What follows belongs to an exercise in optimizing a design on an open flow for small area, a short achievable clock period and few clock cycles per item; a production flow would make more cautious choices. The RTL was checked by simulation tests, not by an equivalence proof against the original design. Power figures rest on the tool's default switching activity, not on a simulated workload.

$ cat flow/config.mk
export PLATFORM = sky130hd
export DESIGN_NAME = ascii_integer_field_parser
export DESIGN_NICKNAME = ascii_integer_field_parser
export VERILOG_FILES = /design/flow/design.v
export SDC_FILE = /design/flow/constraint.sdc
export NUM_CORES = 4
export LEC_CHECK = 0
export CAP_MARGIN = 20
export CORE_MARGIN = 2
export CORE_UTILIZATION = 40
export SLEW_MARGIN = 20
$ cat flow/constraint.sdc
create_clock -name core_clock -period 6.5 [get_ports {clk_i}]
set_input_delay 1.3000 -clock core_clock [delete_from_list [all_inputs] [get_ports {clk_i}]]
set_output_delay 1.3000 -clock core_clock [all_outputs]
set_load 0.01 [all_outputs]
$ cat flow/design.v
package afp_pkg;
  localparam int unsigned VALUE_BITS = 64;
  localparam logic [1:0] OP_CHAR       = 2'd0;
  localparam logic [1:0] OP_NEW_FIELD  = 2'd1;
  localparam logic [1:0] OP_NEW_STRING = 2'd2;
  localparam logic [1:0] OP_NOP        = 2'd3;
  localparam logic [1:0] ST_BUSY    = 2'd0;
  localparam logic [1:0] ST_MATCHED = 2'd1;
  localparam logic [1:0] ST_NOMATCH = 2'd2;
  localparam logic [1:0] ST_EOS     = 2'd3;
  localparam logic [1:0] MODE_DEC  = 2'd0;
  localparam logic [1:0] MODE_OCT  = 2'd1;
  localparam logic [1:0] MODE_HEX  = 2'd2;
  localparam logic [1:0] MODE_AUTO = 2'd3;
  localparam logic REG_RADIX_MODE = 1'b0;
  localparam logic REG_MAX_WIDTH  = 1'b1;
  typedef struct packed {
    logic [1:0] op;
    logic [7:0] ch;
  } in_item_t;
  typedef struct packed {
    logic               consumed;
    logic               done_res;
    logic [1:0]         status;
    logic signed [63:0] value;
    logic [15:0]        char_count;
  } out_item_t;
  typedef struct packed {
    logic [1:0] radix_mode;
    logic [7:0] max_width;
  } cfg_t;
endpackage
module afp_cfg (
  input  logic          clk_i,
  input  logic          rst_ni,
  input  logic          psel,
  input  logic          penable,
  input  logic          pwrite,
  input  logic [2:0]    paddr,
  input  logic [31:0]   pwdata,
  output logic [31:0]   prdata,
  output logic          pready,
  output afp_pkg::cfg_t cfg_o
);
  logic [1:0] radix_mode_q, radix_mode_d;
  logic [7:0] max_width_q, max_width_d;
  logic       wr_en;
  assign pready = 1'b1;
  assign wr_en  = psel && penable && pwrite;
  always_comb begin
    radix_mode_d = radix_mode_q;
    max_width_d  = max_width_q;
    if (wr_en) begin
      unique case (paddr[2])
        afp_pkg::REG_RADIX_MODE: radix_mode_d = pwdata[1:0];
        afp_pkg::REG_MAX_WIDTH:  max_width_d  = pwdata[7:0];
        default: ;
      endcase
    end
  end
  always_ff @(posedge clk_i or negedge rst_ni) begin
    if (!rst_ni) begin
      radix_mode_q <= afp_pkg::MODE_DEC;
      max_width_q  <= 8'd0;
    end else begin
      radix_mode_q <= radix_mode_d;
      max_width_q  <= max_width_d;
    end
  end
  always_comb begin
    unique case (paddr[2])
      afp_pkg::REG_RADIX_MODE: prdata = {30'd0, radix_mode_q};
      afp_pkg::REG_MAX_WIDTH:  prdata = {24'd0, max_width_q};
      default:                 prdata = 32'd0;
    endcase
  end
  assign cfg_o.radix_mode = radix_mode_q;
  assign cfg_o.max_width  = max_width_q;
endmodule
module afp_core (
  input  logic               clk_i,
  input  logic               rst_ni,
  input  logic               advance_i,
  input  afp_pkg::in_item_t  item_i,
  input  afp_pkg::cfg_t      cfg_i,
  output afp_pkg::out_item_t res_o
);
  localparam int unsigned VB = afp_pkg::VALUE_BITS;
  localparam logic [1:0] RX_DEC = 2'd0;
  localparam logic [1:0] RX_OCT = 2'd1;
  localparam logic [1:0] RX_HEX = 2'd2;
  localparam logic [7:0] CH_NUL   = 8'h00;
  localparam logic [7:0] CH_TAB   = 8'h09;
  localparam logic [7:0] CH_LF    = 8'h0A;
  localparam logic [7:0] CH_SPACE = 8'h20;
  localparam logic [7:0] CH_MINUS = 8'h2D;
  localparam logic [7:0] CH_ZERO  = 8'h30;
  localparam logic [7:0] CH_NINE  = 8'h39;
  localparam logic [7:0] CH_UC_A  = 8'h41;
  localparam logic [7:0] CH_UC_F  = 8'h46;
  localparam logic [7:0] CH_UC_X  = 8'h58;
  localparam logic [7:0] CH_LC_A  = 8'h61;
  localparam logic [7:0] CH_LC_F  = 8'h66;
  localparam logic [7:0] CH_LC_X  = 8'h78;
  localparam logic [4:0] NO_DIGIT = 5'd16;
  typedef enum logic [5:0] {
    PH_IDLE   = 6'b000001,
    PH_SKIP   = 6'b000010,
    PH_SIGNED = 6'b000100,
    PH_ZERO   = 6'b001000,
    PH_DIGITS = 6'b010000,
    PH_DONE   = 6'b100000
  } phase_e;
  typedef struct packed {
    phase_e          phase;
    logic [VB-1:0]   accum;
    logic            negative;
    logic [7:0]      digits_left;
    logic [15:0]     consumed_total;
    logic            any_digit;
    logic [1:0]      active_radix;
    logic [1:0]      field_mode;
    logic            limited;
    logic [1:0]      final_status;
  } state_t;
  function automatic logic [4:0] digit_of(input logic [7:0] c);
    logic [4:0] d;
    if (c >= CH_ZERO && c <= CH_NINE) begin
      d = 5'(c - CH_ZERO);
    end else if (c >= CH_LC_A && c <= CH_LC_F) begin
      d = 5'(c - CH_LC_A) + 5'd10;
    end else if (c >= CH_UC_A && c <= CH_UC_F) begin
      d = 5'(c - CH_UC_A) + 5'd10;
    end else begin
      d = NO_DIGIT;
    end
    digit_of = d;
  endfunction
  function automatic logic [4:0] radix_of(input logic [1:0] rx);
    logic [4:0] r;
    case (rx)
      RX_OCT:  r = 5'd8;
      RX_HEX:  r = 5'd16;
      default: r = 5'd10;
    endcase
    radix_of = r;
  endfunction
  function automatic logic [VB-1:0] mul_radix(input logic [VB-1:0] a, input logic [1:0] rx);
    logic [VB-1:0] p;
    case (rx)
      RX_OCT:  p = a << 3;
      RX_HEX:  p = a << 4;
      default: p = (a << 3) + (a << 1);
    endcase
    mul_radix = p;
  endfunction
  state_t        st_q, st_d;
  logic [4:0]    digit;
  logic          digit_ok;
  logic [VB-1:0] accum_step;
  logic [VB-1:0] mag;
  logic          took;
  logic          done;
  logic          is_ws;
  assign digit      = digit_of(item_i.ch);
  assign digit_ok   = (digit < radix_of(st_q.active_radix)) &&
                      (!st_q.limited || (st_q.digits_left != 8'd0));
  assign accum_step = mul_radix(st_q.accum, st_q.active_radix) + VB'(digit);
  assign is_ws      = (item_i.ch == CH_SPACE) || (item_i.ch == CH_LF) ||
                      (item_i.ch == CH_TAB);
  always_comb begin
    st_d = st_q;
    took = 1'b0;
    case (item_i.op)
      afp_pkg::OP_NEW_FIELD, afp_pkg::OP_NEW_STRING: begin
        if (item_i.op == afp_pkg::OP_NEW_STRING) begin
          st_d.consumed_total = 16'd0;
        end
        st_d.phase        = PH_SKIP;
        st_d.accum        = '0;
        st_d.negative     = 1'b0;
        st_d.any_digit    = 1'b0;
        st_d.field_mode   = cfg_i.radix_mode;
        st_d.active_radix = (cfg_i.radix_mode == afp_pkg::MODE_OCT) ? RX_OCT :
                            (cfg_i.radix_mode == afp_pkg::MODE_HEX) ? RX_HEX : RX_DEC;
        st_d.limited      = (cfg_i.max_width != 8'd0);
        st_d.digits_left  = cfg_i.max_width;
        st_d.final_status = afp_pkg::ST_BUSY;
      end
      afp_pkg::OP_CHAR: begin
        if ((st_q.phase == PH_SKIP && is_ws)) begin
          took = 1'b1;
        end else if (st_q.phase == PH_SKIP && item_i.ch == CH_MINUS) begin
          st_d.negative = 1'b1;
          st_d.phase    = PH_SIGNED;
          took          = 1'b1;
        end else if ((st_q.phase == PH_SKIP || st_q.phase == PH_SIGNED) &&
                     item_i.ch == CH_NUL) begin
          st_d.phase        = PH_DONE;
          st_d.final_status = afp_pkg::ST_EOS;
        end else if ((st_q.phase == PH_SKIP || st_q.phase == PH_SIGNED) &&
                     item_i.ch == CH_ZERO &&
                     (st_q.field_mode == afp_pkg::MODE_HEX ||
                      st_q.field_mode == afp_pkg::MODE_AUTO)) begin
          st_d.any_digit = 1'b1;
          if (st_q.field_mode == afp_pkg::MODE_AUTO) begin
            st_d.active_radix = RX_OCT;
          end
          st_d.phase = PH_ZERO;
          took       = 1'b1;
        end else if (st_q.phase == PH_ZERO &&
                     (item_i.ch == CH_LC_X || item_i.ch == CH_UC_X)) begin
          st_d.active_radix = RX_HEX;
          st_d.phase        = PH_DIGITS;
          took              = 1'b1;
        end else if (st_q.phase == PH_SKIP || st_q.phase == PH_SIGNED ||
                     st_q.phase == PH_ZERO || st_q.phase == PH_DIGITS) begin
          if (digit_ok) begin
            st_d.accum = accum_step;
            if (st_q.limited) begin
              st_d.digits_left = st_q.digits_left - 8'd1;
            end
            st_d.any_digit = 1'b1;
            st_d.phase     = PH_DIGITS;
            took           = 1'b1;
          end else begin
            st_d.phase        = PH_DONE;
            st_d.final_status = st_q.any_digit ? afp_pkg::ST_MATCHED :
                                                 afp_pkg::ST_NOMATCH;
          end
        end
        if (took && st_q.consumed_total != 16'hFFFF) begin
          st_d.consumed_total = st_q.consumed_total + 16'd1;
        end
      end
      default: ;
    endcase
  end
  assign done = (item_i.op == afp_pkg::OP_CHAR) && (st_d.phase == PH_DONE);
  assign mag  = st_d.negative ? (VB'(0) - st_d.accum) : st_d.accum;
  always_comb begin
    res_o.consumed   = took;
    res_o.done_res   = done;
    res_o.status     = done ? st_d.final_status : afp_pkg::ST_BUSY;
    res_o.value      = ((item_i.op == afp_pkg::OP_CHAR) || (item_i.op == afp_pkg::OP_NOP)) ?
                       64'(signed'(mag)) : 64'sd0;
    res_o.char_count = st_d.consumed_total;
  end
  always_ff @(posedge clk_i or negedge rst_ni) begin
    if (!rst_ni) begin
      st_q.phase          <= PH_IDLE;
      st_q.accum          <= '0;
      st_q.negative       <= 1'b0;
      st_q.digits_left    <= 8'd0;
      st_q.consumed_total <= 16'd0;
      st_q.any_digit      <= 1'b0;
      st_q.active_radix   <= RX_DEC;
      st_q.field_mode     <= afp_pkg::MODE_DEC;
      st_q.limited        <= 1'b0;
      st_q.final_status   <= afp_pkg::ST_BUSY;
    end else if (advance_i) begin
      st_q <= st_d;
    end
  end
endmodule
module ascii_integer_field_parser (
  input  logic               clk_i,
  input  logic               rst_ni,
  input  logic               in_valid_i,
  output logic               in_ready_o,
  input  logic [9:0]         in_data_i,
  output logic               out_valid_o,
  input  logic               out_ready_i,
  output logic [83:0]        out_data_o,
  input  logic               psel,
  input  logic               penable,
  input  logic               pwrite,
  input  logic [2:0]         paddr,
  input  logic [31:0]        pwdata,
  output logic [31:0]        prdata,
  output logic               pready
);
  afp_pkg::cfg_t      cfg;
  afp_pkg::in_item_t  in_data_q;
  afp_pkg::out_item_t res, out_data_q;
  logic               in_valid_q, in_valid_d;
  logic               out_valid_q, out_valid_d;
  logic               advance;
  afp_cfg u_cfg (
    .clk_i   (clk_i),
    .rst_ni  (rst_ni),
    .psel    (psel),
    .penable (penable),
    .pwrite  (pwrite),
    .paddr   (paddr),
    .pwdata  (pwdata),
    .prdata  (prdata),
    .pready  (pready),
    .cfg_o   (cfg)
  );
  assign advance    = in_valid_q && (!out_valid_q || out_ready_i);
  assign in_ready_o = !in_valid_q || advance;
  afp_core u_core (
    .clk_i     (clk_i),
    .rst_ni    (rst_ni),
    .advance_i (advance),
    .item_i    (in_data_q),
    .cfg_i     (cfg),
    .res_o     (res)
  );
  always_comb begin
    in_valid_d = in_valid_q;
    if (in_valid_i && in_ready_o) begin
      in_valid_d = 1'b1;
    end else if (advance) begin
      in_valid_d = 1'b0;
    end
  end
  always_comb begin
    out_valid_d = out_valid_q;
    if (advance) begin
      out_valid_d = 1'b1;
    end else if (out_ready_i) begin
      out_valid_d = 1'b0;
    end
  end
  always_ff @(posedge clk_i or negedge rst_ni) begin
    if (!rst_ni) begin
      in_valid_q  <= 1'b0;
      out_valid_q <= 1'b0;
    end else begin
      in_valid_q  <= in_valid_d;
      out_valid_q <= out_valid_d;
    end
  end
  always_ff @(posedge clk_i) begin
    if (in_valid_i && in_ready_o) begin
      in_data_q <= in_data_i;
    end
    if (advance) begin
      out_data_q <= res;
    end
  end
  assign out_valid_o = out_valid_q;
  assign out_data_o  = out_data_q;
endmodule
$ cat flow/run.sh
#!/bin/bash
# synth_recipe.tcl (not shown) runs the flow's synth.tcl, then flattens the netlist and writes it again
# the make line also repeats each setting of config.mk as NAME=value (left out here)
make -C /OpenROAD-flow-scripts/flow DESIGN_CONFIG=/design/flow/config.mk WORK_HOME=/design/flow/orfs CLKGATE_MAP_FILE= SYNTH_SCRIPT=/design/flow/synth_recipe.tcl finish
==> flow_summary.yaml <==
global_route:
  grt_pass1_wl_um: 108000
  grt_antenna_before_repair: 0
  grt_overflow: 0
  grt_max_degree: 65
  grtUsageTotal_pct: 26.3
  grt_pass1_vias: 19300
pwr:
  p_leak_nw: 8.93
  peakVddDrop_mv: 0.214
  p_clk_share_pct: 26.1
  powerDensity_nw_per_um2: 242
  total_power_mw: 5.63
  power_frac_comb_pct: 45.2
  p_int_mw: 3.32
  netSwitchingFraction_pct: 41.0
  p_sw_mw: 2.31
  power_frac_seq_pct: 28.7
logic_synthesis:
  synth-edff-count: 94
  synth_top_area_share_pct: 14.3
  async_reset_ff_share_pct: 55.0
  post_synth_main_area_contributors: "dfrtp_1 (14%), edfxtp_1 (14%), nand2_1 (6.0%)"
  ys_warn_count: 3
  synthDistinctLibCells: 111
  synth_cells: 2496
  avgSynthCellArea_um2: 7.98
  ys.flop_type: "dfrtp_1"
  synth_largest_area_cell: "dfrtp_1"
  synth.cell_area_um2: 19900
  yosysSeqAreaShare_pct: 28.6
  synth_seq_cells: 209
clock_network:
  cts_sinks: 209
  cts_tree: "done"
  clkSlewWorstSetupHoldPaths_ns: 0.06
  cts_max_path_buffers: 3
  cts.htree.levels: 1
  clk_latency_ns: 0.54
  cts_buffers: 24
  cts_hold_buf: 0
  root_buffer: "clkbuf_16"
setup_path:
  cp_data_arrival_time_ns: 6.47
  rr_startpoint: "in_data_q[0]"
  path_class: "reg -> reg"
  start_kind: "register"
  reg2reg_slack_ns: 0.29
  path_max_fanout: 8
  crit_path_end_kind: "register"
  required_ns: 6.76
  r2r_cells: 25
  cp-endpoint: "out_data_q[70]"
  rr_endpoint: "out_data_q[70]"
  critPathLaunch: "in_data_q[0]"
timing:
  finalSetupViolCount: 0
  holdWs_ns: 0.497
  drv_slew: 0
  skew_ns: 0.00963
  relSlewSlack_pct: 42.6
  fin_crit_sh_pct: 95.5
  final_hold_viol_count: 0
  fmax_ghz: 0.161
  post-route-min-period_ns: 6.21
  grt_setup_unrepaired: "true"
  worst_pin_slew_ns: 0.859
die:
  die-area_um2: 51600
  num_rows: 81
  core_um2: 49100
  fp.dieW_um: 227
  io_pins: 171
  initial_utilization_pct: 40.6
  die_h_um: 227
placed_design:
  place.gp.congestion: 0.957
  place_hpwl_um: 52500
  port_buffers: 119
detailed_routing:
  detail_route.vias_per_cell: 6.20
  vias: 20400
  drc_errors: 0
  wl_per_cell_um: 21.2
  drt_iter0_drc: 1742
  postRouteAntennaNets: 0
  dr.pass1.iters: 6
  finalWirelength_um: 69600
cells_and_area:
  diodes: 0
  area_growth_pct: 16.8
  finalNetCount: 2735
  drive_gt1_share_pct: 11.3
  final_cell_mix: "nand2_1 (315), nor2_1 (236), o21ai_0 (186), a21oi_1 (175), buf_4 (120)"
  nFillCells: 4808
  final_common_cell: "nand2_1"
run:
  cap_violations: 0
min_path:
  hold_path.class: "reg -> reg"
status:
  status: "finished clean"
cells by family after synthesis:
logic type / after synthesis / synth area share (%)
AND/OR/NAND/NOR: 1008 / 25.8
AO/OA/AOI/OAI: 812 / 28.1
buffers and inverters: 226 / 5.00
flip-flops: 209 / 28.6
XOR/XNOR: 121 / 5.32
adder cells (fa/ha/maj): 80 / 5.10
multiplexers: 38 / 2.02
other: 2 / 0.0377
worst min-delay path by stage:
| stage | startpoint | endpoint | slack [ns] | depth (start not counted) |
|---|---|---|---|---|
| floorplan | in_valid_q | out_valid_q | 0.46 | 1 |
| global placement | in_valid_q | out_valid_q | 0.48 | 1 |
| detailed placement | in_valid_q | out_valid_q | 0.50 | 1 |
| CTS | in_valid_q | out_valid_q | 0.50 | 1 |
| global route | in_valid_q | out_valid_q | 0.52 | 1 |
| finish | in_valid_q | out_valid_q | 0.50 | 1 |
routing by layer:
layer	GRT usage, %	wire [µm]	vias up
met5	0	0	-
met4	9.51	2570	0
met3	2.90	4090	148
met2	44.1	33000	758
met1	35.1	29900	9881
li1	-	-	9592
state kept, by name (all words and copies together), names as in the netlist:
| register | flops |
|---|---|
| out_valid_q | 1 |
| in_data_q | 10 |
| u_core.st_q | 103 |
| in_valid_q | 1 |
| out_data_q | 84 |
| u_cfg.max_width_q | 8 |
| u_cfg.radix_mode_q | 2 |
power by group through the flow:
stage	Sequential, mW	Clock, mW	Combinational (mW)
3_3_place_gp	1.63	0	2.40
2_1_floorplan	1.62	0	1.70
6_report	1.61	1.47	2.55
3_5_place_dp	1.63	0	2.44
5_1_grt	1.63	1.54	2.76
4_1_cts	1.61	1.49	2.45
per-stage QoR:
| step | std cells | instance area [µm²] | utilization (%) | setup TNS (ns) | setup slack [ns] |
|---|---|---|---|---|---|
| 2_1_floorplan | 2519 | 20100 | - | 0 | 0.0129 |
| 3_3_place_gp | 3230 | 22200 | 45.2 | 0 | 0.127 |
| 3_5_place_dp | 3230 | 22200 | 45.2 | 0 | 0.0402 |
| 4_1_cts | 3274 | 23000 | 46.9 | 0 | 0.0387 |
| 5_1_grt | 3285 | 23300 | 47.5 | -0.0537 | -0.0351 |
| 6_report | 3285 | 23300 | 47.5 | 0 | 0.290 |
Yosys cell counts (all sizes together) (9+ instances only):
cell,n
nand3b,12
nand2b,25
nor2,238
edfxtp,94
dfrtp,114
nand3,60
a22o,40
inv,41
or2,19
a31oi,28
a221o,21
a211o,12
a21boi,9
a21o,36
a32o,9
ha,78
o21ai,205
mux2i,21
o21bai,11
a22oi,25
or4,12
o211a,9
nor4,36
a21oi,179
a211oi,29
and2,29
o21a,23
o31ai,26
xnor2,64
clkbuf,108
or3,34
nand2,316
a221oi,34
nand4,65
nor4b,12
xor2,57
a31o,10
buf,76
nor3,81
o211ai,27
mux2,17
and3,24
worst max-delay path: stages (launching register included):
cell       delay, ns
edfxtp_1        0.44
inv_2           0.15
ha_4            0.17
inv_1           0.05
o32a_1          0.39
a31oi_4         0.27
o21ai_2         0.11
ha_1            0.32
a21o_1          0.17
a221o_1         0.37
a41oi_2         0.20
nand3_2         0.11
and2_2          0.25
a22oi_2         0.25
ha_2            0.27
o2111ai_2       0.16
nor3_2          0.24
and4b_2         0.26
and3_4          0.25
nand4_1         0.19
nor4_4          0.48
nand4_4         0.14
buf_12          0.17
o41ai_4         0.22
xor2_1          0.19
nor2_1          0.06
final cells by class:
type,instances,area [µm²],share of cell area (%)
Multi-Input combinational cell,2084,13600,58.4
Sequential cell,209,5700,24.5
Timing Repair Buffer,242,2150,9.25
Tap cell,664,831,3.57
Clock buffer,31,658,2.83
Clock inverter,13,179,0.769
Inverter,42,160,0.688
repair_timing:
item	CTS	global route
gates resized for setup	0	31
pin swaps	1	14
setup buffers	0	11
endpoints found under the setup margin	1	29
Testbench counts, summed over its fixed seeds: cycles 20,385, items 20,305.

==> separate check: timing with driven ports <==
Ports are ideal in the flow. The routed layout listed here was re-timed in OpenROAD. Step 1: set_driving_cell puts a clkbuf_16 on clk_i and a buf_2 on each other input, an assumption about the parent block. Step 2, shift: input delay + t, output delay - t, t = (earliest + latest rising clock arrival at the registers) / 2. This alone moves slack from input paths to output paths. Three values: no drivers, after step 1, after step 2; two values: the first two.
shift t [ns]: 0.589
slack for setup (ns): 0.290 / 0.290 / 0.290
worst setup path at the end: register to register
worst data-port slew with drivers (ns): 0.05
cell pins on the clock port's net: 1
After both steps this run still meets setup and hold. The setup slack of this run moves by 0.000 ns with the drivers and by 0.000 ns with both steps.
